From an optimization exercise on the open Yosys and OpenROAD flow, aimed at small area, a short achievable clock period and few clock cycles per item; shortcuts taken in it are not production practice.
The RTL was checked by simulation tests, not by an equivalence proof against the original design.
Power figures rest on the tool's default switching activity, not on a simulated workload.

==> flow/design.v (outline; a module is shown in full before it is edited, if it fits) <==
// module scm_div2: 21 lines
// module scm_sq1: 328 lines
// module scm_sq2: 350 lines
// module scm_spread: 372 lines
// module scm_keep: 317 lines
// module sigma_clipped_mean_unit: 214 lines
module sigma_clipped_mean_unit (
    input  logic        i_clk,
    input  logic        i_rst_n,
    input  logic        s_axis_tvalid,
    output logic        s_axis_tready,
    input  logic [15:0] s_axis_tdata,    
    output logic        m_axis_tvalid,
    input  logic        m_axis_tready,
    output logic [31:0] m_axis_tdata     
);
  // ...
==> flow/run.sh <==
#!/bin/bash
# synth_recipe.tcl (not shown) runs the flow's synth.tcl, then flattens the netlist and writes it again
# the make line also repeats each setting of config.mk as NAME=value (left out here)
make -C /OpenROAD-flow-scripts/flow DESIGN_CONFIG=/design/flow/config.mk WORK_HOME=/design/flow/orfs CLKGATE_MAP_FILE= SYNTH_SCRIPT=/design/flow/synth_recipe.tcl finish
==> flow/config.mk <==
export PLATFORM = sky130hd
export DESIGN_NAME = sigma_clipped_mean_unit
export DESIGN_NICKNAME = sigma_clipped_mean_unit
export VERILOG_FILES = /design/flow/design.v
export SDC_FILE = /design/flow/constraint.sdc
export NUM_CORES = 4
export LEC_CHECK = 0
export ABC_CLOCK_PERIOD_IN_PS = 3500
export CAP_MARGIN = 20
export CORE_MARGIN = 2
export CORE_UTILIZATION = 40
export SETUP_SLACK_MARGIN = 5
export SLEW_MARGIN = 20
==> flow/constraint.sdc <==
create_clock -name core_clock -period 10.0 [get_ports {i_clk}]
set_input_delay 2.0000 -clock core_clock [delete_from_list [all_inputs] [get_ports {i_clk}]]
set_output_delay 2.0000 -clock core_clock [all_outputs]
set_load 0.01 [all_outputs]
==> results.yml, run 1 <==
global_routing:
  grtUsageMet1_pct: 21.59
  grt_use_met3_pct: 2.670
  grt_start_max_net_pins: 86
  track_usage_pct: 16.78
  antenna_found_initial: 6
drt:
  antenna_left: 0
  dr.pass1.iters: 4
  via_per_inst: 4.685
  wl_met2_um: 35190
layout:
  area_growth_pct: 12.38
  nonClockBufferCount: 88
  num-multi-input-gates: 1856
  antenna_cells: 1
  top_regs: "r_x: 304 flops, r_e2s: 40 flops"
  regMostFlops: "r_x"
  largest_class: "multi-input gates"
  buf_share_pct: 2.016
power_and_ir_drop:
  p_sw_mw: 4.541
worst_setup_path:
  path_depth: 15
  cp_slowest_cell: "fa_1"
placement:
  gp_congestion: 0.8158
  dp.cells: 4374
run_status:
  status: "timing/DRC/antenna clean"
sta:
  period_minus_slack_ns: 4.550
floorplan:
  die_width_um: 300.8
cts:
  cts_resized: 0
hold_path:
  hp-start: "r_x[273]$_DFF_P_"
Testbench counts, summed over its fixed seeds: cycles 3,528, items 192.
==> inputs of run 2 (changes only) <==
--- a/flow/config.mk
+++ b/flow/config.mk
@@ -5,9 +5,7 @@
 export SDC_FILE = /design/flow/constraint.sdc
 export NUM_CORES = 4
 export LEC_CHECK = 0
-export ABC_CLOCK_PERIOD_IN_PS = 3500
 export CAP_MARGIN = 20
 export CORE_MARGIN = 2
 export CORE_UTILIZATION = 40
-export SETUP_SLACK_MARGIN = 5
 export SLEW_MARGIN = 20
==> results.yml, run 2 <==
drt:
  routedWlPerCell_um: 16.02
  antenna_left: 0
  drt_iter0_drc: 1045
  drc_errors: 0
  vias: 21071
  via_per_inst: 4.673
  dr.pass1.iters: 4
  routed_wl_um: 72240
worst_setup_path:
  required_ns: 10.48
  path_cells: "buf_4, and2_1, nand2_1, fa_1, inv_1, fa_1, inv_1, fa_1, inv_1, fa_1, fa_1"
  setup.worst_path.end_class: "flip-flop"
  cp_max_fo: 85
  cp_slowest_cell: "dfxtp_4"
  crit_family: "adder cells"
  crit_buf_inv: 4
  path_depth: 11
  reg2regPathDepth: 11
  crit_type: "flip-flop to flip-flop"
  cp.arrival_ns: 5.30
  setup.worst_path.start: "r_hn$_SDFF_PN0_"
  worst_setup_path_start_kind: "flip-flop"
  max_stage_delay_ns: 0.83
  path_common_cell: "fa_1"
  r2r_start: "r_hn$_SDFF_PN0_"
sta:
  drv_slew: 0
  relSlewSlack_pct: 30.09
  period_minus_slack_ns: 4.816
  rsz0062_at_grt: "no"
  max_freq_mhz: 207.7
  fin_crit_sh_pct: 48.16
  setup-tns-final_ns: 0
  fin_skew_ns: 0.02563
  finalHoldViolCount: 0
  finalSetupViolCount: 0
  tightest_slew_ns: 1.049
power_and_ir_drop:
  power_density_nw_per_um2: 305.1
  irDropWorstVdd_mv: 0.4747
  p_leak_nw: 18.49
global_routing:
  grt_overflow: 0
  track_usage_pct: 16.78
  antenna_found_initial: 6
  grt_pass1_vias: 22529
  grt_start_max_net_pins: 86
  grt_pass1_wl_um: 118900
cts:
  clkSlewWorstSetupHoldPaths_ns: 0.06
  cts_root_buf: "clkbuf_16"
  h-tree-depth: 3
  insertion_delay_ns: 0.62
  clock_path_buffers: 3
  cts_num_sinks: 677
  cts_tree: "done"
  cts_resized: 0
  numCtsBuffers: 74
  cts_hold_buf: 0
  cts_setup_buffers: 0
placement:
  dpl-instance-area_um2: 37030
  gp_congestion: 0.8158
  post-dp-hpwl_um: 52980
  portBuffers: 50
floorplan:
  die_height_um: 300.8
  io_pins: 54
  dieArea_um2: 90480
  die_width_um: 300.8
  coreArea_um2: 87020
  initial_utilization_pct: 40.49
  row_count: 108
hold_path:
  hp-start: "r_x[273]$_DFF_P_"
  hold_class: "flip-flop to flip-flop"
  hold_path_depth: 0
synth:
  syn_inst: 3242
  synth_edf_count: 85
  synthArstFlopShare_pct: 0
  synth.largest_area_cell: "dfxtp_1"
  yosys_warnings: 2
  netlist_area_um2: 35240
  yosysUniqueCellTypes: 75
  yosys-top-cells-area: "dfxtp_1 (34%), fa_1 (23%), edfxtp_1 (7.2%)"
  ys_top_cells_by_count: "inv_1 (597), dfxtp_1 (592), fa_1 (408)"
  yosysMostFrequentCell: "inv_1"
  synth_flop_cell: "dfxtp_1"
  ys_ff_latch: 677
  syn_avg_cell_area_um2: 10.87
  synth-seq-area-share_pct: 40.88
  synthDominantCellAreaShare_pct: 33.63
layout:
  drive_above_1_share_pct: 6.144
  mostFrequentLayoutCell: "inv_1"
  final_cell_mix: "inv_1 (597), dfxtp_1 (589), fa_1 (408), nand2_1 (198), and2_1 (195)"
  nets: 3917
  final_cell_area_um2: 39580
  nFillCells: 8138
  largest_reg_flops: 304
  top_regs: "r_x: 304 flops, r_e2s: 40 flops"
  regMostFlops: "r_x"
  area_growth_pct: 12.33
run:
  maxCapViolations: 0
run_status:
  status: "timing/DRC/antenna clean"
## run 2: routing by layer
metal | wire length [µm] | GRT usage, % | share of wire [%]
met1 | 31790 | 21.59 | 44
met2 | 35200 | 28.55 | 49
met3 | 2827 | 2.670 | 3.9
met4 | 2421 | 6.065 | 3.4
met5 | 0 | 0 | 0
## run 2: cells by family after synthesis
group                      Yosys count  synth area share, %
other                                1              0.01064
and+or+nand+nor                    749                10.96
xor gates and xnor gates           112                2.784
muxes                               60                1.790
DFF                                677                40.88
buffers and inverters              711                7.648
adders and majority gates          602                30.07
AOI/OAI and AO/OA                  330                5.866
## run 2: final timing paths
check                     endpoint  slack (ns)
setup / recovery  r_qs[17]$_DFF_P_        5.18
hold / removal    r_x[289]$_DFF_P_        0.32
setup reg to reg  r_qs[17]$_DFF_P_        5.18
hold reg to reg   r_x[289]$_DFF_P_        0.32
## run 2: power by group
| part | internal, mW | switching [mW] | total (mW) |
|---|---|---|---|
| logic | 2.46 | 3.17 | 5.64 |
| registers | 3.45 | 0.220 | 3.67 |
| clock network | 1.63 | 1.14 | 2.77 |
## run 2: per-stage QoR
step                      setup WS, ns  utilization [%]  hold WS [ns]  cells  power (mW)
after floorplan                  5.987                -        0.3096   3244       7.990
after global placement           5.296            42.55        0.3097   4374       9.303
after detailed placement         5.244            42.55        0.3121   4374       9.395
after CTS                        5.229            45.48        0.3165   4508       12.26
after global routing             4.907            45.48        0.3204   4508       13.36
final                            5.184            45.48        0.3179   4509       12.08
## run 2: area by class of cell
class | count | area, µm² | share of cell area [%]
antenna | 1 | 2.502 | 0.006322
clock buffer | 102 | 2173 | 5.491
clock inverter | 32 | 374.1 | 0.9452
inverter | 599 | 2248 | 5.680
multi-input combinational | 1856 | 18150 | 45.85
sequential | 677 | 14410 | 36.41
tap | 1155 | 1445 | 3.651
timing repair buffer | 87 | 778.2 | 1.966

==> port drivers added, routing unchanged <==
In the flow no input, the clock included, has a driving cell. The finished layouts below were timed again as built, in two steps. Step 1 sets driving cells, clkbuf_16 on the clock port and buf_2 on the other inputs (assumed; they add their load-dependent delay and slew). Step 2 also shifts input and output timing later by t, the mid clock arrival at the registers, as if the neighbouring blocks saw the same clock. Slacks: ideal / step 1 / step 2; pairs: ideal / step 1.
run	t (ns)	setup WS [ns]	worst setup path at the end	clock arrival spread, ns	cell pins on the clock port's net
run 1	0.670	5.450 / 5.450 / 5.450	register to register	0.027 / 0.026	1
run 2	0.671	5.184 / 5.184 / 5.184	register to register	0.025 / 0.025	1
After both steps setup and hold are still met in every run listed.
